Source: an optimization exercise on an open RTL-to-GDS flow (aim: small area, a short achievable clock period and few clock cycles per item). Production flows keep margins and buffers that such runs may drop. Function was checked by simulation only, so behaviour that the tests miss may differ from the original.

<file path="flow/config.mk">
export PLATFORM = sky130hd
export DESIGN_NAME = cos_taylor_top
export DESIGN_NICKNAME = cos_taylor_top
export VERILOG_FILES = /design/flow/design.v
export SDC_FILE = /design/flow/constraint.sdc
export NUM_CORES = 4
export LEC_CHECK = 0
export CAP_MARGIN = 20
export CORE_MARGIN = 2
export CORE_UTILIZATION = 40
export PLACE_DENSITY = 0.6
export SLEW_MARGIN = 20
</file>
<file path="flow/constraint.sdc">
create_clock -name core_clock -period 9.5 [get_ports {major_clk}]
set_input_delay 1.9000 -clock core_clock [delete_from_list [all_inputs] [get_ports {major_clk}]]
set_output_delay 1.9000 -clock core_clock [all_outputs]
set_load 0.01 [all_outputs]
</file>
<file path="flow/design.v">
package cos_pkg;
	localparam int angle_width  = 16;             
	localparam int result_width = 16;             
	localparam int power_width  = 18;             
	localparam int coeff_width  = 18;             
	localparam int num_terms  = 8;                
	localparam int num_powers = 2 * (num_terms - 1);   
	localparam int power_shift    = 17;           
	localparam int angle_preshift = 2;            
	localparam logic [num_terms*coeff_width-1:0] coeff_table = {
		18'h2_6c69,                               
		18'h1_1eee,                               
		18'h2_d81b,                               
		18'h1_a01a,                               
		18'h2_93e9,                               
		18'h1_5555,                               
		18'h3_0000,                               
		18'h1_0000                                
	};
	localparam logic [num_terms*5-1:0] term_shift_table = {
		5'd14,
		5'd12,
		5'd11,
		5'd11,
		5'd11,
		5'd12,
		5'd14,
		5'd2
	};
	localparam int power_stages = num_powers - 1;   
	localparam int accum_stages = num_terms - 1;    
endpackage
`timescale 1ns/1ps
import cos_pkg::*;
module cos_input_port (
	input  logic                                    major_clk,
	input  logic                                    rst,
	input  logic                                    in_req,     
	input  logic signed [cos_pkg::angle_width-1:0]  in_angle,
	output logic                                    in_ack,
	input  logic                                    pipe_en,    
	output logic signed [cos_pkg::power_width-1:0]  x1,         
	output logic                                    x1_valid
);
	logic                          capture;    
	logic signed [power_width-1:0] angle_ext;  
	assign capture = in_req && !in_ack && (!x1_valid || pipe_en);
	assign angle_ext = power_width'(in_angle);
	always_ff @(posedge major_clk) begin
		if (rst) begin
			in_ack   <= 1'b0;
			x1_valid <= 1'b0;
		end else begin
			if (capture) begin
				in_ack   <= 1'b1;
				x1_valid <= 1'b1;
			end else begin
				if (pipe_en)
					x1_valid <= 1'b0;   
				if (in_ack && !in_req)
					in_ack <= 1'b0;     
			end
		end
	end
	always_ff @(posedge major_clk) begin
		if (capture)
			x1 <= angle_ext <<< angle_preshift;
	end
endmodule
`timescale 1ns/1ps
import cos_pkg::*;
module power_chain (
	input  logic                                   major_clk,
	input  logic                                   rst,
	input  logic signed [cos_pkg::power_width-1:0] x1,
	input  logic                                   x1_valid,
	input  logic                                   pipe_en,
	output logic [(cos_pkg::num_terms-1)*cos_pkg::power_width-1:0] even_powers,
	output logic                                   powers_valid
);
	logic signed [power_width-1:0]   pwr  [2:num_powers];       
	logic signed [power_width-1:0]   xf   [1:power_stages-1];   
	logic signed [2*power_width-1:0] prod [1:power_stages];     
	logic [power_stages:1]           vld;                       
	always_comb begin
		prod[1] = x1 * x1;
		for (int k = 2; k <= power_stages; k++) begin
			prod[k] = pwr[k] * xf[k-1];
		end
	end
	always_ff @(posedge major_clk) begin
		if (pipe_en) begin
			xf[1] <= x1;
			for (int k = 2; k < power_stages; k++) begin
				xf[k] <= xf[k-1];
			end
			for (int k = 1; k <= power_stages; k++) begin
				if (prod[k] < 0)
					pwr[k+1] <= power_width'(-((-prod[k]) >>> power_shift));
				else
					pwr[k+1] <= power_width'(prod[k] >>> power_shift);   
			end
		end
	end
	always_ff @(posedge major_clk) begin
		if (rst)
			vld <= '0;
		else if (pipe_en)
			vld <= {vld[power_stages-1:1], x1_valid};
	end
	assign powers_valid = vld[power_stages];
	for (genvar j = 1; j < num_terms; j++) begin : g_skew
		localparam int depth = num_powers - 2 * j;
		if (depth == 0) begin : g_direct
			assign even_powers[(j-1)*power_width +: power_width] = pwr[2*j];   
		end else begin : g_delay
			logic signed [power_width-1:0] dly [1:depth];
			always_ff @(posedge major_clk) begin
				if (pipe_en) begin
					dly[1] <= pwr[2*j];
					for (int d = 2; d <= depth; d++) begin
						dly[d] <= dly[d-1];
					end
				end
			end
			assign even_powers[(j-1)*power_width +: power_width] = dly[depth];
		end
	end
endmodule
`timescale 1ns/1ps
import cos_pkg::*;
module term_multiply (
	input  logic                                    major_clk,
	input  logic                                    rst,
	input  logic [(cos_pkg::num_terms-1)*cos_pkg::power_width-1:0] even_powers,   
	input  logic                                    powers_valid,
	input  logic                                    pipe_en,
	output logic [cos_pkg::num_terms*cos_pkg::result_width-1:0] terms,   
	output logic                                    terms_valid
);
	logic signed [coeff_width+power_width-1:0] prod [1:num_terms-1];
	always_comb begin
		for (int j = 1; j < num_terms; j++) begin
			prod[j] = $signed(coeff_table[j*coeff_width +: coeff_width]) * $signed(even_powers[(j-1)*power_width +: power_width]);
		end
	end
	always_ff @(posedge major_clk) begin
		if (pipe_en) begin
			terms[0 +: result_width] <= result_width'($signed(coeff_table[0 +: coeff_width]) >>> term_shift_table[0 +: 5]);
			for (int j = 1; j < num_terms; j++) begin
				terms[j*result_width +: result_width] <= result_width'(prod[j] >>> term_shift_table[j*5 +: 5]);
			end
		end
	end
	always_ff @(posedge major_clk) begin
		if (rst)
			terms_valid <= 1'b0;
		else if (pipe_en)
			terms_valid <= powers_valid;
	end
endmodule
`timescale 1ns/1ps
import cos_pkg::*;
module term_accumulate (
	input  logic                                    major_clk,
	input  logic                                    rst,
	input  logic [cos_pkg::num_terms*cos_pkg::result_width-1:0] terms,   
	input  logic                                    terms_valid,
	input  logic                                    pipe_en,
	output logic signed [cos_pkg::result_width-1:0] sum,
	output logic                                    sum_valid
);
	logic signed [result_width-1:0] sum_q  [1:accum_stages];   
	logic signed [result_width-1:0] addend [1:accum_stages];   
	logic [accum_stages:1]          vld;
	for (genvar m = 1; m <= accum_stages; m++) begin : g_carry
		if (m == 1) begin : g_now
			assign addend[m] = terms[result_width +: result_width];
		end else begin : g_held
			logic signed [result_width-1:0] hold [1:m-1];
			always_ff @(posedge major_clk) begin
				if (pipe_en) begin
					hold[1] <= terms[m*result_width +: result_width];
					for (int d = 2; d < m; d++) begin
						hold[d] <= hold[d-1];
					end
				end
			end
			assign addend[m] = hold[m-1];
		end
	end
	always_ff @(posedge major_clk) begin
		if (pipe_en) begin
			sum_q[1] <= terms[0 +: result_width] + addend[1];
			for (int m = 2; m <= accum_stages; m++) begin
				sum_q[m] <= sum_q[m-1] + addend[m];
			end
		end
	end
	always_ff @(posedge major_clk) begin
		if (rst)
			vld <= '0;
		else if (pipe_en)
			vld <= {vld[accum_stages-1:1], terms_valid};
	end
	assign sum       = sum_q[accum_stages];   
	assign sum_valid = vld[accum_stages];
endmodule
`timescale 1ns/1ps
import cos_pkg::*;
module cos_output_port (
	input  logic                                    major_clk,
	input  logic                                    rst,
	input  logic signed [cos_pkg::result_width-1:0] sum,
	input  logic                                    sum_valid,
	output logic                                    pipe_en,      
	output logic                                    out_req,      
	input  logic                                    out_ack,
	output logic signed [cos_pkg::result_width-1:0] out_result
);
	logic full_q;   
	logic load;     
	assign pipe_en = !(sum_valid && full_q);
	assign load    = sum_valid && !full_q;
	always_ff @(posedge major_clk) begin
		if (rst) begin
			full_q  <= 1'b0;
			out_req <= 1'b0;
		end else begin
			if (load) begin
				full_q  <= 1'b1;
				out_req <= !out_ack;   
			end else if (out_req && out_ack) begin
				out_req <= 1'b0;       
				full_q  <= 1'b0;
			end else if (full_q && !out_req && !out_ack) begin
				out_req <= 1'b1;       
			end
		end
	end
	always_ff @(posedge major_clk) begin
		if (load)
			out_result <= sum;
	end
endmodule
`timescale 1ns/1ps
import cos_pkg::*;
module cos_taylor_top (
	input  logic                                    major_clk,
	input  logic                                    rst,
	input  logic                                    in_req,
	input  logic signed [cos_pkg::angle_width-1:0]  in_angle,
	output logic                                    in_ack,
	output logic                                    out_req,
	input  logic                                    out_ack,
	output logic signed [cos_pkg::result_width-1:0] out_result
);
	logic                           pipe_en;                       
	logic signed [power_width-1:0]  x1;
	logic                           x1_valid;
	logic [(num_terms-1)*power_width-1:0] even_powers;
	logic                           powers_valid;
	logic [num_terms*result_width-1:0] terms;
	logic                           terms_valid;
	logic signed [result_width-1:0] sum;
	logic                           sum_valid;
	cos_input_port u_cos_input_port (
		.major_clk (major_clk),
		.rst       (rst),
		.in_req    (in_req),
		.in_angle  (in_angle),
		.in_ack    (in_ack),
		.pipe_en   (pipe_en),
		.x1        (x1),
		.x1_valid  (x1_valid)
	);
	power_chain u_power_chain (
		.major_clk    (major_clk),
		.rst          (rst),
		.x1           (x1),
		.x1_valid     (x1_valid),
		.pipe_en      (pipe_en),
		.even_powers  (even_powers),
		.powers_valid (powers_valid)
	);
	term_multiply u_term_multiply (
		.major_clk    (major_clk),
		.rst          (rst),
		.even_powers  (even_powers),
		.powers_valid (powers_valid),
		.pipe_en      (pipe_en),
		.terms        (terms),
		.terms_valid  (terms_valid)
	);
	term_accumulate u_term_accumulate (
		.major_clk   (major_clk),
		.rst         (rst),
		.terms       (terms),
		.terms_valid (terms_valid),
		.pipe_en     (pipe_en),
		.sum         (sum),
		.sum_valid   (sum_valid)
	);
	cos_output_port u_cos_output_port (
		.major_clk  (major_clk),
		.rst        (rst),
		.sum        (sum),
		.sum_valid  (sum_valid),
		.pipe_en    (pipe_en),
		.out_req    (out_req),
		.out_ack    (out_ack),
		.out_result (out_result)
	);
endmodule
</file>
<file path="flow/run.sh">
#!/bin/bash
# synth_recipe.tcl (not shown) runs the flow's synth.tcl, then flattens the netlist and writes it again
# the make line also repeats each setting of config.mk as NAME=value (left out here)
make -C /OpenROAD-flow-scripts/flow DESIGN_CONFIG=/design/flow/config.mk WORK_HOME=/design/flow/orfs CLKGATE_MAP_FILE= SYNTH_SCRIPT=/design/flow/synth_recipe.tcl finish
</file>
==> results.ini <==
[final_layout]
final_cell_mix=inv_1 (5294), fa_1 (4282), nand2_1 (2099)
syn_to_final_growth_pct=7.14
nNetsFinal=27891
drive_above_1_share_pct=3.15
fin_area_um2=246000
final_util_pct=43.0
final_common_cell=inv_1

[clock_tree]
root_buffer=clkbuf_16
path_clk_slew_ns=0.06
cts_tree=built
clock_path_buffers=4
cts_sinks=1747
cts_buffers=203
hold_buffers=0
htree_num_levels=4
clkLatencyLatePin_ns=0.97

[setup_path]
slowest_delay_ns=0.91
worst-path-buf-inv=3
worstPathMaxFanout=19
crit_path_top_delay_cell=edfxtp_1
crit_arrival_ns=9.67
crit_top_cell=fa_1
startpoint_type=register
critPathKind=reg -> reg
worstPathRequired_ns=10.18
crit_family=adder cells
endpoint_kind=register

[die]
dieWidth_um=762
pin_count=38
rows=278
coreArea_um2=573000
die-area_um2=581000
start_util_pct=40.1
die_h_um=762

[synthesis]
synth-edff-count=1722
ys_ff_latch=1747
netlist_area_um2=230000
ys_types=106
ys_seq_area_share_pct=22.7
ys.flop_type=edfxtp_1
synthesis.nets=27966
synth_area_leaders=fa_1 (37%), edfxtp_1 (22%), ha_1 (10%)
ys.warnings.count=23
synth_cells=21796
async_reset_ff_share_pct=0
yosysTopAreaCell=fa_1
avgSynthCellArea_um2=10.5
yosys.area.top_type_share_pct=37.3

[place]
place_area_um2=239000
preCtsSetupSlack_ns=0.546
routabilityCongestion=0.891
port_buffers=37
dp_hpwl_um=426000

[sta]
rsz0062_at_grt=no
clock_skew_ns=0.117
setup_ws_ns=0.504
finalCriticalPeriod_ns=9.00
slew_headroom_pct=20.6
setup_viol=0
worst_pin_slew_ns=1.19
fin_tns_setup_ns=0
hold_viol_final=0
finalCritPeriodShare_pct=94.7
fmax_mhz=111
finalMaxSlewViolations=0

[run_status]
status=complete, no violations

[run]
max_cap_viol_count=0

[routing]
wl_um=531000
vias=145527
first_pass_iters=8
vias_per_cell=4.94
remaining_drc_errors=0
drt-initial-drc-count=8501
postRouteAntennaNets=0
wire_per_inst_um=18.0

[grt]
gr-total-overflow=0
grt_usage_pct=18.6
grt_pass1_wl_um=864000
antenna_found_initial=9
grt_pass1_vias=157188
grt_max_degree=187

[worst_hold_path]
hp-class=reg -> reg

## cell families after synthesis
| group | Yosys count | share of synthesized area [%] |
|---|---|---|
| AO/OA/AOI/OAI | 1578 | 4.56 |
| XOR/XNOR | 902 | 3.44 |
| adder cells (fa/ha/maj) | 6150 | 47.5 |
| buffers and inverters | 5873 | 9.61 |
| flip-flops | 1747 | 22.7 |
| multiplexers | 49 | 0.226 |
| AND/OR/NAND/NOR | 5497 | 12.0 |
## path summary, 6_finish.rpt
path / slack, ns / startpoint / depth (start not counted) / to
min reg2reg: 0.34 / u_power_chain.g_skew[4].g_delay.dly[1][2] / 0 / u_power_chain.g_skew[4].g_delay.dly[2][2]
max reg2reg: 0.50 / u_power_chain.xf[3][5] / 28 / u_power_chain.pwr[5][16]
min: 0.34 / u_power_chain.g_skew[4].g_delay.dly[1][2] / 0 / u_power_chain.g_skew[4].g_delay.dly[2][2]
max: 0.50 / u_power_chain.xf[3][5] / 28 / u_power_chain.pwr[5][16]
## routing by layer
metal  part of all wire, %  wire length [um]  global-route usage [%]  vias up
met3                   4.6             24200                    1.89      699
met2                    49            261000                    32.4     3316
li1                      -                 -                       -    66843
met5                     0                 0                       0        -
met1                    43            230000                    24.9    74669
met4                   2.9             15500                    4.80        0
## area by class of cell
type | instances | area (um2)
clock inverter | 143 | 1410
clock buffer | 230 | 5230
fill | 54283 | 327000
multi-input combinational | 14176 | 156000
sequential | 1747 | 52200
antenna | 4 | 10.0
inverter | 5297 | 19900
timing repair buffer | 296 | 2470
tap | 7560 | 9460
## flip-flops by register name, summed over array words and instances, names as in the netlist, 7 cells and up
signal and flops:
u_power_chain.g_skew.g_delay.dly 708, u_term_accumulate.sum_q 110, u_term_accumulate.vld 7, u_cos_output_port.out_result 16
u_power_chain.pwr 234, u_cos_input_port.x1 16, u_power_chain.xf 192, u_term_accumulate.g_carry.g_held.hold 336
u_power_chain.vld 13, u_term_multiply.terms 110
## worst reg2reg max path, delay by kind of cell, from the launching register on
kind                       cells  cell delay (ns)
xor gates and xnor gates       1             0.17
DFF                            1             0.91
and+or+nand+nor               10             2.96
AOI/OAI and AO/OA              6             0.90
adders and majority gates      8             3.65
buffers and inverters          3             0.15
## metrics by stage
stage               instances  hold WS (ns)
finish                  29453         0.342
global route            29450         0.355
floorplan               21796         0.400
global placement        29059         0.400
CTS                     29434         0.356
detailed placement      29061         0.405
## synthesized netlist by cell type (156+ instances only)
| cell | count |
|---|---|
| inv_1 | 5295 |
| fa_1 | 4282 |
| nand2_1 | 2099 |
| ha_1 | 1868 |
| edfxtp_1 | 1722 |
| and2_1 | 1709 |
| xnor2_1 | 669 |
| nor2_1 | 633 |
| clkbuf_1 | 567 |
| a21oi_1 | 435 |
| o21ai_0 | 241 |
| xor2_1 | 232 |
| a21o_1 | 195 |
| nor3_1 | 185 |
| nand2b_1 | 156 |
## timing repair
item / in CTS / in global routing
setup endpoints to repair: 0 / 7
resized for setup: 0 / 2
setup buffers: 0 / 15
Testbench counts, summed over its fixed seeds: cycles 4,280, items 2,048.

==> port drivers added, routing unchanged <==
The results above use ideal ports. As a check the final layout listed here was re-extracted and re-timed, cells and wires unchanged.
Step 1, drivers: a clkbuf_16 drives major_clk and a buf_2 each remaining input, both assumed.
Step 2, shift: input delay + t, output delay - t, t = (earliest + latest rising clock arrival at the registers) / 2. This alone moves slack from input paths to output paths.
Three values: no drivers, after step 1, after step 2; two values: the first two.
shift t [ns]: 1.030
slack for setup (ns): 0.504 / 0.504 / 0.504
worst setup path at the end: register to register
After both steps setup and hold are still met in this run. For this run, drivers alone change the setup slack by 0.000 ns; drivers and shift together by 0.000 ns.
